Source: an optimization exercise on an open RTL-to-GDS flow (aim: small area, a short achievable clock period and few clock cycles per item). Production flows keep margins and buffers that such runs may drop.
Function was checked by simulation only, so behaviour that the tests miss may differ from the original.
Power figures rest on the tool's default switching activity, not on a simulated workload.

### flow/design.v
package rsa_pkg;
  localparam int PW_DEF  = 16;
  localparam int NW_DEF  = 2 * PW_DEF;
  localparam int DIV_LAT = NW_DEF;
endpackage
import rsa_pkg::*;
module rsa_seq_div
#(
  parameter int W = rsa_pkg::DIV_LAT
) (
  input  logic         clk,
  input  logic         rst,
  input  logic         start,
  input  logic [W-1:0] dividend,
  input  logic [W-1:0] divisor,
  output logic [W-1:0] quot,
  output logic [W-1:0] rem,
  output logic         done
);
  localparam int CW = $clog2(W + 1);
  logic [W-1:0]  rem_q, quo_q, dsr_q;
  logic [CW-1:0] cnt;
  logic          active;
  logic [W-1:0]  src_rem, src_quo, src_dsr, nxt_rem, nxt_quo;
  logic [W:0]    trial;
  logic          qbit;
  always_comb begin
    src_rem = start ? '0       : rem_q;
    src_quo = start ? dividend : quo_q;
    src_dsr = start ? divisor  : dsr_q;
    trial   = {src_rem, src_quo[W-1]};
    if (trial >= {1'b0, src_dsr}) begin
      nxt_rem = W'(trial - {1'b0, src_dsr});
      qbit    = 1'b1;
    end else begin
      nxt_rem = trial[W-1:0];
      qbit    = 1'b0;
    end
    nxt_quo = {src_quo[W-2:0], qbit};
  end
  always_ff @(posedge clk) begin
    if (rst) begin
      active <= 1'b0;
      done   <= 1'b0;
      cnt    <= '0;
    end else begin
      done <= 1'b0;
      if (start) begin
        active <= 1'b1;
        cnt    <= CW'(1);
      end else if (active) begin
        cnt <= cnt + CW'(1);
        if (cnt == CW'(W - 1)) begin
          active <= 1'b0;
          done   <= 1'b1;
        end
      end
    end
  end
  always_ff @(posedge clk) begin
    if (start || active) begin
      rem_q <= nxt_rem;
      quo_q <= nxt_quo;
    end
    if (start) dsr_q <= divisor;
  end
  assign quot = quo_q;
  assign rem  = rem_q;
endmodule
module rsa_key_setup
#(
  parameter int PW = rsa_pkg::PW_DEF
) (
  input  logic            clk,
  input  logic            rst,
  input  logic            start,
  input  logic [PW-1:0]   p,
  input  logic [PW-1:0]   q,
  input  logic [2*PW-1:0] ext_e,
  output logic            busy,
  output logic            done,
  output logic [2*PW-1:0] n,
  output logic [2*PW-1:0] e_o,
  output logic [2*PW-1:0] d,
  output logic            invalid
);
  localparam logic [2:0] S_IDLE = 3'd0, S_MUL = 3'd1, S_CHK = 3'd2,
                         S_GCD  = 3'd3, S_FIX = 3'd4, S_MV  = 3'd5,
                         S_HEN  = 3'd6;
  logic [2:0]  st;
  logic [4:0]  cnt;
  logic        borrow, case2, pqbad, cus, lb;
  logic [31:0] phr;         
  logic [31:0] u;           
  logic [31:0] vn;          
  logic [32:0] t;
  logic [33:0] ct;
  logic [32:0] cvn;
  logic in_mul, in_chk, in_gcd, in_fix, in_hen;
  assign in_mul = (st == S_MUL);
  assign in_chk = (st == S_CHK);
  assign in_gcd = (st == S_GCD);
  assign in_fix = (st == S_FIX);
  assign in_hen = (st == S_HEN);
  logic        t_neg, va_b, va_su;
  logic [33:0] va_oth, va_sum;
  always_comb begin
    t_neg  = t[32];
    va_su  = (in_gcd | in_chk) & t_neg;
    va_b   = in_chk | (t[0] ^ (in_mul & borrow));
    va_oth = va_b ? (va_su ? {2'b00, u} : {2'b11, vn}) : 34'd0;
    va_sum = {t[32], t} + va_oth;
  end
  logic        ysel_cu, yen, par, zen, zneg, ct_neg;
  logic [34:0] yop, mop, ca_y, ca_z, ca_sum;
  always_comb begin
    ct_neg  = ct[33];
    ysel_cu = in_fix | (in_gcd & t_neg);
    if (in_hen)       yop = {3'b111, phr};
    else if (ysel_cu) yop = {{2{cus}}, cus, d};
    else              yop = {{2{cvn[32]}}, cvn};
    yen = (in_mul & ct[0]) | (in_gcd & t[0]) | in_fix | (in_hen & lb);
    ca_y = yen ? yop : 35'd0;
    mop  = case2 ? {3'b111, phr} : {3'b000, e_o};
    par  = ct[0] ^ (yen & yop[0]);
    if (in_fix) begin
      zen  = case2 ? cus : ~cus;
      zneg = 1'b1;
    end else if (in_hen) begin
      zen  = par;
      zneg = 1'b1;
    end else begin
      zen  = in_gcd & par;
      zneg = ~ct_neg ^ case2;
    end
    ca_z   = zen ? (zneg ? ~mop : mop) : 35'd0;
    ca_sum = {ct[33], ct} + ca_y + ca_z + {34'd0, zen & zneg};
  end
  always_ff @(posedge clk) begin
    if (rst) begin
      st      <= S_IDLE;
      busy    <= 1'b0;
      done    <= 1'b0;
      invalid <= 1'b0;
      n       <= '0;
      e_o     <= '0;
      d       <= '0;
    end else begin
      done <= 1'b0;
      case (st)
        S_IDLE: begin
          busy <= 1'b0;
          if (start && !busy) begin
            busy   <= 1'b1;
            e_o    <= ext_e;
            u      <= ext_e;
            ct     <= {18'd0, q};
            cvn    <= {1'b0, p, 16'd0};
            t      <= {17'd0, q};
            vn     <= {~(p - 16'd2), 16'd0};
            borrow <= 1'b1;
            pqbad  <= (p < 16'd2) || (q < 16'd2) || (p == q);
            cnt    <= '0;
            st     <= S_MUL;
          end
        end
        S_MUL: begin
          ct     <= ca_sum[34:1];
          t      <= va_sum[33:1];
          borrow <= borrow & ~t[0];
          cnt    <= cnt + 5'd1;
          if (cnt == 5'd15) st <= S_CHK;
        end
        S_CHK: begin
          n   <= ct[31:0];
          phr <= t[31:0];
          if (pqbad || (e_o < 32'd2) || !va_sum[33] || (!e_o[0] && !t[0])) begin
            done    <= 1'b1;
            invalid <= 1'b1;
            d       <= '0;
            st      <= S_IDLE;
          end else begin
            case2 <= ~e_o[0];
            d     <= '0;
            cus   <= 1'b0;
            cvn   <= '0;
            ct    <= e_o[0] ? {34{1'b1}} : 34'd1;
            if (!e_o[0]) begin
              vn <= t[31:0];
              t  <= {1'b0, u};
            end
            st <= S_GCD;
          end
        end
        S_GCD: begin
          if (t == 33'd0) begin
            if (u == 32'd1) st <= S_FIX;
            else begin
              done    <= 1'b1;
              invalid <= 1'b1;
              d       <= '0;
              st      <= S_IDLE;
            end
          end else begin
            t  <= va_sum[33:1];
            ct <= ca_sum[34:1];
            if (t[0]) begin
              if (t_neg) begin
                vn  <= t[31:0];
                cvn <= ct[32:0];
              end else begin
                u   <= t[31:0];
                cus <= ct[32];
                d   <= ct[31:0];
              end
            end
          end
        end
        S_FIX: begin
          ct <= ca_sum[34:1];
          lb <= ca_sum[0];
          st <= S_MV;
        end
        S_MV: begin
          d   <= ct[31:0];
          ct  <= 34'd1;
          cnt <= '0;
          st  <= S_HEN;
        end
        S_HEN: begin
          lb  <= d[0];
          d   <= {case2 ? lb : par, d[31:1]};
          ct  <= ca_sum[34:1];
          cnt <= cnt + 5'd1;
          if (cnt == 5'd31) begin
            done    <= 1'b1;
            invalid <= 1'b0;
            st      <= S_IDLE;
          end
        end
        default: st <= S_IDLE;
      endcase
    end
  end
endmodule
### flow/run.sh
#!/bin/bash
# synth_recipe.tcl (not shown) runs the flow's synth.tcl, then flattens the netlist and writes it again
# the make line also repeats each setting of config.mk as NAME=value (left out here)
make -C /OpenROAD-flow-scripts/flow DESIGN_CONFIG=/design/flow/config.mk WORK_HOME=/design/flow/orfs CLKGATE_MAP_FILE= SYNTH_SCRIPT=/design/flow/synth_recipe.tcl finish
### flow/config.mk
export PLATFORM = sky130hd
export DESIGN_NAME = rsa_key_setup
export DESIGN_NICKNAME = rsa_key_setup
export VERILOG_FILES = /design/flow/design.v
export SDC_FILE = /design/flow/constraint.sdc
export NUM_CORES = 4
export LEC_CHECK = 0
export CAP_MARGIN = 20
export CORE_MARGIN = 2
export CORE_UTILIZATION = 40
export SLEW_MARGIN = 20
### flow/constraint.sdc
create_clock -name core_clock -period 10.0 [get_ports {clk}]
set_input_delay 2.0000 -clock core_clock [delete_from_list [all_inputs] [get_ports {clk}]]
set_output_delay 2.0000 -clock core_clock [all_outputs]
set_load 0.01 [all_outputs]
==> impl_metrics.csv <==
group,metric,value,unit
synthesis,syn-instance-count,2006,
routing,firstDrtPassIters,7,
floorplanning,core_area,0.04636,sq mm
worst_setup_path,reg2reg_from,"st[2]$_SDFFE_PP0P_",
clock_network,hold_buffers,0,
worst_hold_path,whs_endpoint,"n[20]$_SDFFE_PP0P_",
clock_network,cts_tree,"yes",
outcome,status,"no timing/DRC/antenna violations",
global_route,grt_max_degree,70,
worst_setup_path,path_max_fanout,33,
synthesis,synthArstFlopShare,0,%
routing,ant_nets,0,
floorplanning,die_w,220.3,microns
global_route,grtUsageMet2,40.80,%
cells_and_area,fin_util,47.80,%
power,powerDensity,288.5,mW/mm^2
synthesis,synth_common_cells,"376 x nand2_1, 206 x edfxtp_1, 198 x a21oi_1",
sta,final-hold-violation-count,0,
worst_setup_path,cpPeakStageDelay,0.71,ns
worst_setup_path,critPathSlowestCell,"dfxtp_1",
synthesis,synth_area_leaders,"edfxtp_1 33%, dfxtp_1 11%, nand2_1 7.5%",
worst_setup_path,r2r_cells,24,
synthesis,synth_ff_type,"edfxtp_1",
global_route,antenna_found_initial,0,
routing,drc,0,
routing,wl_per_cell,23.53,microns
sta,rsz0062_at_grt,"false",
synthesis,netlist.area_leader.share,33.07,%
worst_setup_path,crit_chain,"inv_2, nor2_1, a22oi_2, buf_4, mux2i_1, a211oi_1, ha_1, nand2_1, o21ai_0, a22oi_2, nor2_1, fa_1, ha_1, fa_1, a211oi_1, o211ai_1, a31oi_1, o31a_1, a41oi_1, o41a_1, a21o_1, a31oi_1, nor4b_1, a211o_1",
synthesis,ys_warn_count,1,
global_route,first_global_vias,15684,
worst_setup_path,start_kind,"flip-flop",
cells_and_area,final_nets,2296,
synthesis,synth_enable_flop_cells,206,
worst_setup_path,r2r_end,"ct[33]$_DFFE_PP_",
synthesis,ys_seq_elements,308,
sta,finalCriticalPeriod,7.828,ns
power,ir_worst_vdd,0.0001426,V
routing,drt_iter0_drc,1670,
floorplanning,rows,79,
synthesis,seq_area_frac_synth,43.99,%
worst_setup_path,crit_required,10.31,ns
clock_network,clk_path_buf_depth,3,
synthesis,syn_area,0.01871,sq mm
run,cap_violations,0,
clock_network,ctsResizeCount,0,
placed_design,gp_congestion,0.9028,
synthesis,syn_area_per_cell,9.325,sq um
global_route,met3_usage,4.852,%
global_route,grt_overflow_total,0,
worst_hold_path,hold_path_startpoint,"n[20]$_SDFFE_PP0P_",
cells_and_area,num_antenna_cells,0,
cells_and_area,drive_above_1_share,5.307,%
sta,worstMarginPinSlew,0.9989,ns
sta,finalSetupTns,0,ns
worst_hold_path,whs_path_depth,2,
sta,max_freq,127.8,MHz
global_route,grt_pass1_wl,97340,microns
floorplanning,start_util,40.35,%
global_route,grt_use_met1,37.30,%
power,power.leakage,8.602,nW
cells_and_area,syn_to_final_growth,18.48,%
clock_network,cts.htree.levels,2,
routing,via_per_inst,5.859,
placed_design,io_buffers,165,
floorplanning,fp.dieArea,0.04851,sq mm
synthesis,yosysMostFrequentCell,"nand2_1",
sta,hold_slack,0.4493,ns
placed_design,dpl.hpwl,46640,microns
sta,final_max_slew_viol_count,0,
sta,finalCritPeriodShare,78.28,%
clock_network,clk_pin_slew,0.06,ns
worst_setup_path,critPathKind,"flip-flop to flip-flop",
sta,relSlewSlack,33.17,%
clock_network,clkSinkCount,308,
clock_network,postCtsSetupRepairBufs,0,
synthesis,yosysTopAreaCell,"edfxtp_1",
global_route,grt.busiest_layer,"met2",
synthesis,ys_types,65,
worst_setup_path,end_kind,"flip-flop",
sta,setup_viol,0,
clock_network,cts_root_buf,"clkbuf_16",
synthesis,syn_nets,2183,
floorplanning,num_io_pins,166,
worst_hold_path,min_path_type,"flip-flop to flip-flop",
global_route,grtUsageTotal,26.76,%
floorplanning,die_h,220.3,microns
worst_setup_path,r2r_slack,2.17,ns
sta,skew,0.01983,ns
routing,dr_total_vias,16141,
worst_setup_path,crit_arrival,8.14,ns
routing,wl,64820,microns
clock_network,insertion_delay,0.56,ns
clock_network,cts-buffers-inserted,37,
-- worst max path at each step --
stage / to / slack, ns / from / cells after the start
6_report: ct[33]$_DFFE_PP_ / 2.17 / st[2]$_SDFFE_PP0P_ / 24
3_3_place_gp: ct[33]$_DFFE_PP_ / 2.63 / st[1]$_SDFFE_PP0P_ / 23
4_1_cts: ct[33]$_DFFE_PP_ / 2.35 / st[2]$_SDFFE_PP0P_ / 24
3_5_place_dp: ct[33]$_DFFE_PP_ / 2.36 / st[2]$_SDFFE_PP0P_ / 24
5_1_grt: ct[33]$_DFFE_PP_ / 1.53 / st[2]$_SDFFE_PP0P_ / 24
2_1_floorplan: ct[33]$_DFFE_PP_ / 3.43 / st[0]$_SDFFE_PP0P_ / 24
-- cells by family (layout without fill, tap and decap cells) --
family,count (synthesis),in the layout,share of synthesized area (%)
AOI/OAI and AO/OA,530,530,17.97
xor gates and xnor gates,126,126,5.900
adders and majority gates,110,110,8.803
buffers and inverters,147,289,2.977
DFF,308,308,43.99
muxes,69,69,3.692
and+or+nand+nor,716,716,16.68
-- through the flow --
step / total power [mW] / worst slack, ns / cell area, sq um / std cells
2_1_floorplan: 4.058 / 3.435 / 18710 / 2006
3_3_place_gp: 4.986 / 2.633 / 20960 / 2685
3_5_place_dp: 5.033 / 2.364 / 20980 / 2686
4_1_cts: 6.365 / 2.349 / 22140 / 2754
5_1_grt: 6.787 / 1.527 / 22160 / 2755
6_report: 6.394 / 2.172 / 22160 / 2755
-- registers in the layout, indices dropped and copies added (netlist names) --
name / count
u: 32
phr: 32
pqbad: 1
vn: 32
cnt: 5
cvn: 33
done: 1
e_o: 32
st: 3
busy: 1
n: 32
lb: 1
invalid: 1
ct: 34
d: 32
borrow: 1
case2: 1
t: 33
cus: 1
-- worst max-delay path: cells and delay by family (launching register included) --
| family | cells | cell delay, ns |
|---|---|---|
| adder cells (fa/ha/maj) | 4 | 1.49 |
| AO/OA/AOI/OAI | 13 | 3.73 |
| multiplexers | 1 | 0.19 |
| buffers and inverters | 2 | 0.58 |
| AND/OR/NAND/NOR | 4 | 0.86 |
| flip-flops | 1 | 0.71 |
-- area by class of cell --
class | instances | area (sq um)
fillers | 4367 | 24200
multi-input cells | 1551 | 10020
flip-flops and latches | 308 | 8228
repair buffers | 192 | 1884
clock buffers | 56 | 1091
well taps | 607 | 759.5
inverters | 29 | 108.9
clock inverters | 12 | 65.06
-- per-layer routing --
layer,part of all wire [%],vias to the layer above
met4,4.3,0
met2,44,751
met3,8.8,145
met1,43,7788
li1,-,7457
met5,0,-
-- report_power, final --
part           internal (mW)  leakage (nW)  switching (mW)
Sequential              1.82          2.77           0.397
Clock                  0.755         0.563           0.561
Combinational           1.10          5.27            1.76
-- cells in the final DEF, fill, tap and decap left out, types with 6 or more instances in the layout --
| master | count |
|---|---|
| fa_1 | 36 |
| clkinv_2 | 6 |
| a21o_1 | 25 |
| ha_1 | 73 |
| edfxtp_1 | 206 |
| nand2b_1 | 10 |
| inv_1 | 26 |
| and3_1 | 9 |
| xnor2_1 | 75 |
| nor3_1 | 10 |
| nor2_1 | 164 |
| o21ai_0 | 95 |
| nor2b_1 | 10 |
| clkbuf_16 | 40 |
| buf_4 | 26 |
| nand2_1 | 373 |
| xor2_1 | 51 |
| a21oi_1 | 196 |
| and2_1 | 38 |
| a22oi_1 | 48 |
| o21bai_1 | 7 |
| clkbuf_1 | 13 |
| a31oi_1 | 11 |
| a211oi_1 | 36 |
| clkdlybuf4s50_1 | 164 |
| nand3_1 | 16 |
| o31ai_1 | 6 |
| dfxtp_1 | 102 |
| o21a_1 | 9 |
| nor4_1 | 34 |
| nand4_1 | 17 |
| mux2i_1 | 69 |
| a22o_1 | 46 |
Testbench counts, summed over its fixed seeds: cycles 105,068, keys 1,200.

==> port drivers added, routing unchanged <==
The results above use ideal ports. As a check the final layout listed here was re-extracted and re-timed, cells and wires unchanged. Step 1 assumes that a clkbuf_16 drives the clock port and a buf_2 every other input. Step 2, shift: input delay + t, output delay - t, t = (earliest + latest rising clock arrival at the registers) / 2. This alone moves slack from input paths to output paths. Three values: ideal ports, drivers, drivers and shift; two values: the first two.
t (ns): 0.608
slack for setup (ns): 2.172 / 2.172 / 2.172
worst register clock-pin slew, ns: 0.06 / 0.06
cell pins on the clock port's net: 1
After both steps this run still meets setup and hold. The setup slack of this run moves by 0.000 ns with the drivers and by 0.000 ns with both steps.
